Background: an optimization exercise with open tools, aiming at small area and a short achievable clock period. Do not read the settings as production practice.
Where RTL was checked, it was by simulation tests only, not by an equivalence proof against the original.
Power and IR drop assume default switching activity.

==> inputs of 01-06 <==
// register_file
module register_file #(
   parameter int DATA_WIDTH   = cpu_pkg::DATA_W,
   parameter int ADDR_WIDTH   = cpu_pkg::REG_ADDR_W,
   parameter bit WRITE_BYPASS = 1'b1
) (
   input  logic                  clock,
   input  logic                  reset_n,
   input  logic                  we,
   input  logic [ADDR_WIDTH-1:0] rs,
   input  logic [ADDR_WIDTH-1:0] rt,
   input  logic [ADDR_WIDTH-1:0] rd,
   input  logic [DATA_WIDTH-1:0] input_data,
   output logic [DATA_WIDTH-1:0] output_data_A,
   output logic [DATA_WIDTH-1:0] output_data_B
);
   localparam int DEPTH = 2 ** ADDR_WIDTH;    
   logic [DATA_WIDTH-1:0]            wdata;
   logic [DEPTH-1:1]                 hit;     
   logic [DEPTH-1:1]                 load;    
   logic [DEPTH-1:0]                 sel_a, sel_b;
   logic [DATA_WIDTH-1:0][DEPTH-1:0] col;     
   assign wdata = input_data & {DATA_WIDTH{reset_n}};
   always_comb begin
      for (int i = 1; i < DEPTH; i++) begin
         hit[i]   = reset_n && we && (rd == ADDR_WIDTH'(i));
         load[i]  = !reset_n || hit[i];
         sel_a[i] = (rs == ADDR_WIDTH'(i)) && !(WRITE_BYPASS && hit[i]);
         sel_b[i] = (rt == ADDR_WIDTH'(i)) && !(WRITE_BYPASS && hit[i]);
      end
      sel_a[0] = WRITE_BYPASS && reset_n && we && (rd != '0) && (rs == rd);
      sel_b[0] = WRITE_BYPASS && reset_n && we && (rd != '0) && (rt == rd);
   end
   genvar i, b;
   for (b = 0; b < DATA_WIDTH; b = b + 1) begin : g_bit
      assign col[b][0] = input_data[b];
      for (i = 1; i < DEPTH; i = i + 1) begin : g_reg
         always_ff @(posedge clock) begin
            if (load[i]) col[b][i] <= wdata[b];
         end
      end
      rf_read_bit u_a (.sel(sel_a), .ent_bit(col[b]), .out(output_data_A[b]));
      rf_read_bit u_b (.sel(sel_b), .ent_bit(col[b]), .out(output_data_B[b]));
   end
  ...
==> module register_file, before the edit <==
module register_file #(
   parameter int DATA_WIDTH   = cpu_pkg::DATA_W,
   parameter int ADDR_WIDTH   = cpu_pkg::REG_ADDR_W,
   parameter bit WRITE_BYPASS = 1'b1
) (
   input  logic                  clock,
   input  logic                  reset_n,
   input  logic                  we,
   input  logic [ADDR_WIDTH-1:0] rs,
   input  logic [ADDR_WIDTH-1:0] rt,
   input  logic [ADDR_WIDTH-1:0] rd,
   input  logic [DATA_WIDTH-1:0] input_data,
   output logic [DATA_WIDTH-1:0] output_data_A,
   output logic [DATA_WIDTH-1:0] output_data_B
);
   localparam int DEPTH = 2 ** ADDR_WIDTH;    
   logic [DATA_WIDTH-1:0]            wdata;
   logic [DEPTH-1:1]                 hit;     
   logic [DEPTH-1:1]                 load;    
   logic [DEPTH-1:0]                 sel_a, sel_b;
   logic [DATA_WIDTH-1:0][DEPTH-1:0] col;     
   assign wdata = input_data & {DATA_WIDTH{reset_n}};
   always_comb begin
      for (int i = 1; i < DEPTH; i++) begin
         hit[i]   = reset_n && we && (rd == ADDR_WIDTH'(i));
         load[i]  = !reset_n || hit[i];
         sel_a[i] = (rs == ADDR_WIDTH'(i)) && !(WRITE_BYPASS && hit[i]);
         sel_b[i] = (rt == ADDR_WIDTH'(i)) && !(WRITE_BYPASS && hit[i]);
      end
      sel_a[0] = WRITE_BYPASS && reset_n && we && (rd != '0) && (rs == rd);
      sel_b[0] = WRITE_BYPASS && reset_n && we && (rd != '0) && (rt == rd);
   end
   genvar i, b;
   for (b = 0; b < DATA_WIDTH; b = b + 1) begin : g_bit
      assign col[b][0] = input_data[b];
      for (i = 1; i < DEPTH; i = i + 1) begin : g_reg
         always_ff @(posedge clock) begin
            if (load[i]) col[b][i] <= wdata[b];
         end
      end
      rf_read_bit u_a (.sel(sel_a), .ent_bit(col[b]), .out(output_data_A[b]));
      rf_read_bit u_b (.sel(sel_b), .ent_bit(col[b]), .out(output_data_B[b]));
   end
endmodule
==> module rf_read_bit, before the edit <==
module rf_read_bit (
   input  logic [31:0] sel,
   input  logic [31:0] ent_bit,
   output logic        out
);
   logic [10:0] g;    
   logic [2:0]  h;    
   genvar k;
   for (k = 0; k < 10; k = k + 1) begin : g_aoi
      assign g[k] = !((sel[3*k] & ent_bit[3*k]) | (sel[3*k+1] & ent_bit[3*k+1]) |
                      (sel[3*k+2] & ent_bit[3*k+2]));
   end
   assign g[10] = !((sel[30] & ent_bit[30]) | (sel[31] & ent_bit[31]));
   assign h[0]  = !(g[0] & g[1] & g[2] & g[3]);
   assign h[1]  = !(g[4] & g[5] & g[6] & g[7]);
   assign h[2]  = !(g[8] & g[9] & g[10]);
   assign out   = h[0] | h[1] | h[2];
endmodule
Settings: LEC_CHECK=0, CAP_MARGIN=20, CORE_MARGIN=2, CORE_UTILIZATION=55, SLEW_MARGIN=20, SYNTH_HIERARCHICAL=1, SYNTH_MINIMUM_KEEP_SIZE=0; clock period 7.0 ns.
run.sh (not shown) runs the stock make flow with config.mk's settings and CLKGATE_MAP_FILE= SYNTH_SCRIPT=/design/flow/synth_recipe.tcl, a recipe that flattens the netlist after the stock synthesis.
==> 08-02 (differences from 01-06) <==
--- a/flow/design.v
+++ b/flow/design.v
@@ -29,22 +29,36 @@
 );
    localparam int DEPTH = 2 ** ADDR_WIDTH;    
    logic [DATA_WIDTH-1:0]            wdata;
-   logic [DEPTH-1:1]                 hit;     
+   logic [3:0]                       w_hi, na_hi, nb_hi;    
+   logic [7:0]                       w_lo, na_lo, nb_lo;    
    logic [DEPTH-1:1]                 load;    
+   logic [DEPTH-1:1]                 nhit;    
    logic [DEPTH-1:0]                 sel_a, sel_b;
    logic [DATA_WIDTH-1:0][DEPTH-1:0] col;     
    assign wdata = input_data & {DATA_WIDTH{reset_n}};
    always_comb begin
+      for (int h = 0; h < 4; h++) begin
+         w_hi[h]  = reset_n && we && (rd[4:3] == 2'(h));
+         na_hi[h] = !(rs[4:3] == 2'(h));
+         nb_hi[h] = !(rt[4:3] == 2'(h));
+      end
+      for (int l = 0; l < 8; l++) begin
+         w_lo[l]  = (rd[2:0] == 3'(l));
+         na_lo[l] = !(rs[2:0] == 3'(l));
+         nb_lo[l] = !(rt[2:0] == 3'(l));
+      end
       for (int i = 1; i < DEPTH; i++) begin
-         hit[i]   = reset_n && we && (rd == ADDR_WIDTH'(i));
-         load[i]  = !reset_n || hit[i];
-         sel_a[i] = (rs == ADDR_WIDTH'(i)) && !(WRITE_BYPASS && hit[i]);
-         sel_b[i] = (rt == ADDR_WIDTH'(i)) && !(WRITE_BYPASS && hit[i]);
+         nhit[i] = !(WRITE_BYPASS && w_hi[i/8] && w_lo[i%8]);
+         load[i] = !reset_n || (w_hi[i/8] && w_lo[i%8]);
       end
       sel_a[0] = WRITE_BYPASS && reset_n && we && (rd != '0) && (rs == rd);
       sel_b[0] = WRITE_BYPASS && reset_n && we && (rd != '0) && (rt == rd);
    end
    genvar i, b;
+   for (i = 1; i < DEPTH; i = i + 1) begin : g_sel
+      rf_sel u_sa (.nhit(nhit[i]), .n_hi(na_hi[i/8]), .n_lo(na_lo[i%8]), .sel(sel_a[i]));
+      rf_sel u_sb (.nhit(nhit[i]), .n_hi(nb_hi[i/8]), .n_lo(nb_lo[i%8]), .sel(sel_b[i]));
+   end
    for (b = 0; b < DATA_WIDTH; b = b + 1) begin : g_bit
       assign col[b][0] = input_data[b];
       for (i = 1; i < DEPTH; i = i + 1) begin : g_reg
@@ -56,21 +70,36 @@
       rf_read_bit u_b (.sel(sel_b), .ent_bit(col[b]), .out(output_data_B[b]));
    end
 endmodule
+module rf_sel (
+   input  logic nhit,
+   input  logic n_hi,
+   input  logic n_lo,
+   output logic sel
+);
+   assign sel = nhit & !n_hi & !n_lo;
+endmodule
 module rf_read_bit (
    input  logic [31:0] sel,
    input  logic [31:0] ent_bit,
    output logic        out
 );
-   logic [10:0] g;    
-   logic [2:0]  h;    
-   genvar k;
-   for (k = 0; k < 10; k = k + 1) begin : g_aoi
-      assign g[k] = !((sel[3*k] & ent_bit[3*k]) | (sel[3*k+1] & ent_bit[3*k+1]) |
-                      (sel[3*k+2] & ent_bit[3*k+2]));
+   logic [3:0]  k;    
+   genvar j;
+   for (j = 0; j < 4; j = j + 1) begin : g_grp
+      rf_grp8 u_k (.s(sel[8*j+7:8*j]), .d(ent_bit[8*j+7:8*j]), .y(k[j]));
    end
-   assign g[10] = !((sel[30] & ent_bit[30]) | (sel[31] & ent_bit[31]));
-   assign h[0]  = !(g[0] & g[1] & g[2] & g[3]);
-   assign h[1]  = !(g[4] & g[5] & g[6] & g[7]);
-   assign h[2]  = !(g[8] & g[9] & g[10]);
-   assign out   = h[0] | h[1] | h[2];
+   rf_nand4 u_o (.a(k), .y(out));
 endmodule
+module rf_grp8 (
+   input  logic [7:0] s,
+   input  logic [7:0] d,
+   output logic       y
+);
+   assign y = !(|(s & d));
+endmodule
+module rf_nand4 (
+   input  logic [3:0] a,
+   output logic       y
+);
+   assign y = !(&a);
+endmodule
==> flow/flow/run.sh (new file) <==
#!/bin/bash
# Own layout flow: the standard flow, with two changes after the standard
# synthesis (which runs unchanged):
#  - the port buffers that the flow puts on every input and output are
#    sky130_fd_sc_hd__buf_4 instead of the library's slow delay buffers;
#  - the delay cells (clkdlybuf4s*, dlygate*, dlymetal*) are marked don't-use
#    for placement, CTS and timing repair, on top of the platform's list.
# Each step's full output goes to a log file in the work folder; ORFS also
# keeps its own per-step logs under orfs/logs.
set -euo pipefail

PLATFORM_DONT_USE="sky130_fd_sc_hd__probe_p_8 sky130_fd_sc_hd__probec_p_8 sky130_fd_sc_hd__lpflow_bleeder_1 sky130_fd_sc_hd__lpflow_clkbufkapwr_1 sky130_fd_sc_hd__lpflow_clkbufkapwr_16 sky130_fd_sc_hd__lpflow_clkbufkapwr_2 sky130_fd_sc_hd__lpflow_clkbufkapwr_4 sky130_fd_sc_hd__lpflow_clkbufkapwr_8 sky130_fd_sc_hd__lpflow_clkinvkapwr_1 sky130_fd_sc_hd__lpflow_clkinvkapwr_16 sky130_fd_sc_hd__lpflow_clkinvkapwr_2 sky130_fd_sc_hd__lpflow_clkinvkapwr_4 sky130_fd_sc_hd__lpflow_clkinvkapwr_8 sky130_fd_sc_hd__lpflow_decapkapwr_12 sky130_fd_sc_hd__lpflow_decapkapwr_3 sky130_fd_sc_hd__lpflow_decapkapwr_4 sky130_fd_sc_hd__lpflow_decapkapwr_6 sky130_fd_sc_hd__lpflow_decapkapwr_8 sky130_fd_sc_hd__lpflow_inputiso0n_1 sky130_fd_sc_hd__lpflow_inputiso0p_1 sky130_fd_sc_hd__lpflow_inputiso1n_1 sky130_fd_sc_hd__lpflow_inputiso1p_1 sky130_fd_sc_hd__lpflow_inputisolatch_1 sky130_fd_sc_hd__lpflow_isobufsrc_1 sky130_fd_sc_hd__lpflow_isobufsrc_16 sky130_fd_sc_hd__lpflow_isobufsrc_2 sky130_fd_sc_hd__lpflow_isobufsrc_4 sky130_fd_sc_hd__lpflow_isobufsrc_8 sky130_fd_sc_hd__lpflow_isobufsrckapwr_16 sky130_fd_sc_hd__lpflow_lsbuf_lh_hl_isowell_tap_1 sky130_fd_sc_hd__lpflow_lsbuf_lh_hl_isowell_tap_2 sky130_fd_sc_hd__lpflow_lsbuf_lh_hl_isowell_tap_4 sky130_fd_sc_hd__lpflow_lsbuf_lh_isowell_4 sky130_fd_sc_hd__lpflow_lsbuf_lh_isowell_tap_1 sky130_fd_sc_hd__lpflow_lsbuf_lh_isowell_tap_2 sky130_fd_sc_hd__lpflow_lsbuf_lh_isowell_tap_4"
DELAY_CELLS="sky130_fd_sc_hd__clkdlybuf4s15_1 sky130_fd_sc_hd__clkdlybuf4s15_2 sky130_fd_sc_hd__clkdlybuf4s18_1 sky130_fd_sc_hd__clkdlybuf4s18_2 sky130_fd_sc_hd__clkdlybuf4s25_1 sky130_fd_sc_hd__clkdlybuf4s25_2 sky130_fd_sc_hd__clkdlybuf4s50_1 sky130_fd_sc_hd__clkdlybuf4s50_2 sky130_fd_sc_hd__dlygate4sd1_1 sky130_fd_sc_hd__dlygate4sd2_1 sky130_fd_sc_hd__dlygate4sd3_1 sky130_fd_sc_hd__dlymetal6s2s_1 sky130_fd_sc_hd__dlymetal6s4s_1 sky130_fd_sc_hd__dlymetal6s6s_1"

bash standard.sh synth > synth.log 2>&1
bash standard.sh \
   "BUFFER_PORTS_ARGS=-buffer_cell sky130_fd_sc_hd__buf_4" \
   "DONT_USE_CELLS=$PLATFORM_DONT_USE $DELAY_CELLS" \
   finish > layout.log 2>&1
test -s out/final.def
==> flow/standard.sh (new file) <==
#!/bin/bash
# synth_recipe.tcl (not shown) runs the flow's synth.tcl, then flattens the netlist and writes it again
# the make line also repeats each setting of config.mk as NAME=value (left out here)
make -C /OpenROAD-flow-scripts/flow DESIGN_CONFIG=/design/flow/config.mk WORK_HOME=/design/flow/orfs CLKGATE_MAP_FILE= SYNTH_SCRIPT=/design/flow/synth_recipe.tcl "${@:-finish}"
Settings changed: CTS_CLUSTER_DIAMETER from default to 80, CTS_CLUSTER_SIZE from default to 24, PLACE_DENSITY from default to 0.75, SETUP_SLACK_MARGIN from default to 2.0.
removed: flow/run.sh
==> 05-11 (differences from 01-06) <==
==> flow/design.v (replaced) <==
package cpu_pkg;
   localparam int REG_ADDR_W = 5;
   localparam int DATA_W     = 32;
   localparam int NUM_REGS   = 2 ** REG_ADDR_W;
   typedef logic [REG_ADDR_W-1:0] reg_addr_t;
   typedef logic [DATA_W-1:0]     reg_data_t;
   localparam reg_addr_t REG_ZERO = 5'd0;
   localparam reg_addr_t REG_AT = 5'd1;
   localparam reg_addr_t REG_V0 = 5'd2;
   localparam reg_addr_t REG_GP = 5'd28;
   localparam reg_addr_t REG_SP = 5'd29;
   localparam reg_addr_t REG_FP = 5'd30;
   localparam reg_addr_t REG_RA = 5'd31;
endpackage
module register_file #(
   parameter int DATA_WIDTH   = cpu_pkg::DATA_W,
   parameter int ADDR_WIDTH   = cpu_pkg::REG_ADDR_W,
   parameter bit WRITE_BYPASS = 1'b1
) (
   input  logic                  clock,
   input  logic                  reset_n,
   input  logic                  we,
   input  logic [ADDR_WIDTH-1:0] rs,
   input  logic [ADDR_WIDTH-1:0] rt,
   input  logic [ADDR_WIDTH-1:0] rd,
   input  logic [DATA_WIDTH-1:0] input_data,
   output logic [DATA_WIDTH-1:0] output_data_A,
   output logic [DATA_WIDTH-1:0] output_data_B
);
   localparam int DEPTH = 2 ** ADDR_WIDTH;
   logic [DEPTH-1:0][DATA_WIDTH-1:0] regs;
   logic                  write_hit;
   assign write_hit = reset_n && we && (rd != '0);
   always_ff @(posedge clock) begin
      if (!reset_n) begin
         for (int i = 0; i < DEPTH; i++) begin
            regs[i] <= '0;
         end
      end else if (write_hit) begin
         regs[rd] <= input_data;
      end
   end
   function automatic logic [DATA_WIDTH-1:0] read_port(
      input logic [ADDR_WIDTH-1:0] addr,
      input logic                  hit,
      input logic [ADDR_WIDTH-1:0] waddr,
      input logic [DATA_WIDTH-1:0] wdata,
      input logic [DATA_WIDTH-1:0] stored
   );
      if (addr == '0) begin
         read_port = {DATA_WIDTH{1'b0}};
      end else if (WRITE_BYPASS && hit && (addr == waddr)) begin
         read_port = wdata;
      end else begin
         read_port = stored;
      end
   endfunction
   always_comb begin
      output_data_A = read_port(rs, write_hit, rd, input_data, regs[rs]);
   end
   always_comb begin
      output_data_B = read_port(rt, write_hit, rd, input_data, regs[rt]);
   end
endmodule
Settings changed: CORE_UTILIZATION 55 to 40, SYNTH_HIERARCHICAL 1 to default, SYNTH_MINIMUM_KEEP_SIZE 0 to default.
==> 02-13 (differences from 01-06) <==
--- a/flow/design.v
+++ b/flow/design.v
@@ -65,8 +65,7 @@
    logic [2:0]  h;    
    genvar k;
    for (k = 0; k < 10; k = k + 1) begin : g_aoi
-      assign g[k] = !((sel[3*k] & ent_bit[3*k]) | (sel[3*k+1] & ent_bit[3*k+1]) |
-                      (sel[3*k+2] & ent_bit[3*k+2]));
+      rf_aoi3 u_aoi (.s(sel[3*k+2:3*k]), .d(ent_bit[3*k+2:3*k]), .y(g[k]));
    end
    assign g[10] = !((sel[30] & ent_bit[30]) | (sel[31] & ent_bit[31]));
    assign h[0]  = !(g[0] & g[1] & g[2] & g[3]);
@@ -74,3 +73,10 @@
    assign h[2]  = !(g[8] & g[9] & g[10]);
    assign out   = h[0] | h[1] | h[2];
 endmodule
+module rf_aoi3 (
+   input  logic [2:0] s,
+   input  logic [2:0] d,
+   output logic       y
+);
+   assign y = !(|(s & d));
+endmodule
Settings changed: SETUP_SLACK_MARGIN from default to 2.5.
==> impl_metrics.yaml <==
worst_setup_path:
  crit_family: "simple AND/OR/NAND/NOR gates"
finish:
  final_area_sq_um: 51630
  multi_input_area_sq_um: 11450
  nMultiInputCombCells: 1181
sta:
  fin_ws_ps: 1401
run_status:
  status: "no timing/DRC/antenna violations"
pwr:
  pwr-share-clk: 0.377
  pg_seq_w: 0.00736
drt:
  met2WireLength_microns: 70080
  via_per_inst: 8.277
the above is filed under 02-13

==> impl_metrics.yaml <==
pwr:
  pg_seq_w: 0.00736
  pwr-share-clk: 0.276
placed_design:
  post-place-cells: 3791
drt:
  via_per_inst: 8.124
  met2WireLength_microns: 71650
  dr.pass1.iters: 7
finish:
  multi_input_area_sq_um: 12820
  nMultiInputCombCells: 1554
run_status:
  status: "no timing/DRC/antenna violations"
sta:
  fin_ws_ps: 1935
worst_setup_path:
  crit_family: "simple AND/OR/NAND/NOR gates"
the above is filed under 08-02

==> impl_metrics.yaml <==
run_status:
  status: "no timing/DRC/antenna violations"
finish:
  final_area_sq_um: 49070
  final_core_util: 0.6580
  nMultiInputCombCells: 1562
pwr:
  pwr-share-clk: 0.393
  pg_seq_w: 0.00737
worst_setup_path:
  crit_family: "simple AND/OR/NAND/NOR gates"
drt:
  met2WireLength_microns: 72380
  via_per_inst: 8.052
sta:
  fin_ws_ps: 266.7
the above is filed under 01-06

==> impl_metrics.yaml <==
run_status:
  status: "no timing/DRC/antenna violations"
finish:
  final_area_sq_um: 62620
  nMultiInputCombCells: 3922
  multi_input_area_sq_um: 32940
sta:
  skew_ps: 0
  fin_ws_ps: 278.1
yosys:
  synth_ff_type: "dfxtp_1"
  synth.mux.area_fraction: 0.3040
pwr:
  pwr-share-clk: 0.464
  pg_seq_w: 0.00587
worst_setup_path:
  crit_family: "buffers and inverters"
  cp_data_arrival_time_ps: 5320
drt:
  met2WireLength_microns: 98800
  via_per_inst: 6.286
the above is filed under 05-11

Only the layout flow was run in 02-13; the RTL was not checked for function there.

port drivers added, routing unchanged:
How much do the figures lean on ideal ports? The routed layouts below were timed once more, with nothing changed but the port constraints. Step 1: set_driving_cell puts a clkbuf_16 on clock and a buf_2 on each other input, an assumption about the parent block. Step 2, shift: input delay + t, output delay - t, t = (earliest + latest rising clock arrival at the registers) / 2. This alone moves slack from input paths to output paths. a / b / c = no drivers / after step 1 / after step 2; a / b = the first two.
run	t (ns)	setup slack, ns	worst setup path at the end	latest minus earliest clock arrival (ns)	worst register clock-pin slew, ns
01-06	0.728	0.267 / 0.233 / 0.233	input to output	0.041 / 0.041	0.07 / 0.07
08-02	0.696	1.935 / 1.840 / 1.840	input to output	0.040 / 0.040	0.10 / 0.10
05-11	0.799	0.278 / 0.249 / 0.249	input to output	0.040 / 0.039	0.07 / 0.07
02-13	0.722	1.401 / 1.294 / 1.294	input to output	0.046 / 0.045	0.07 / 0.07
After both steps every run listed still meets setup and hold. For 02-13, which loses most, drivers alone change the setup slack by -0.107 ns; drivers and shift together by -0.107 ns.
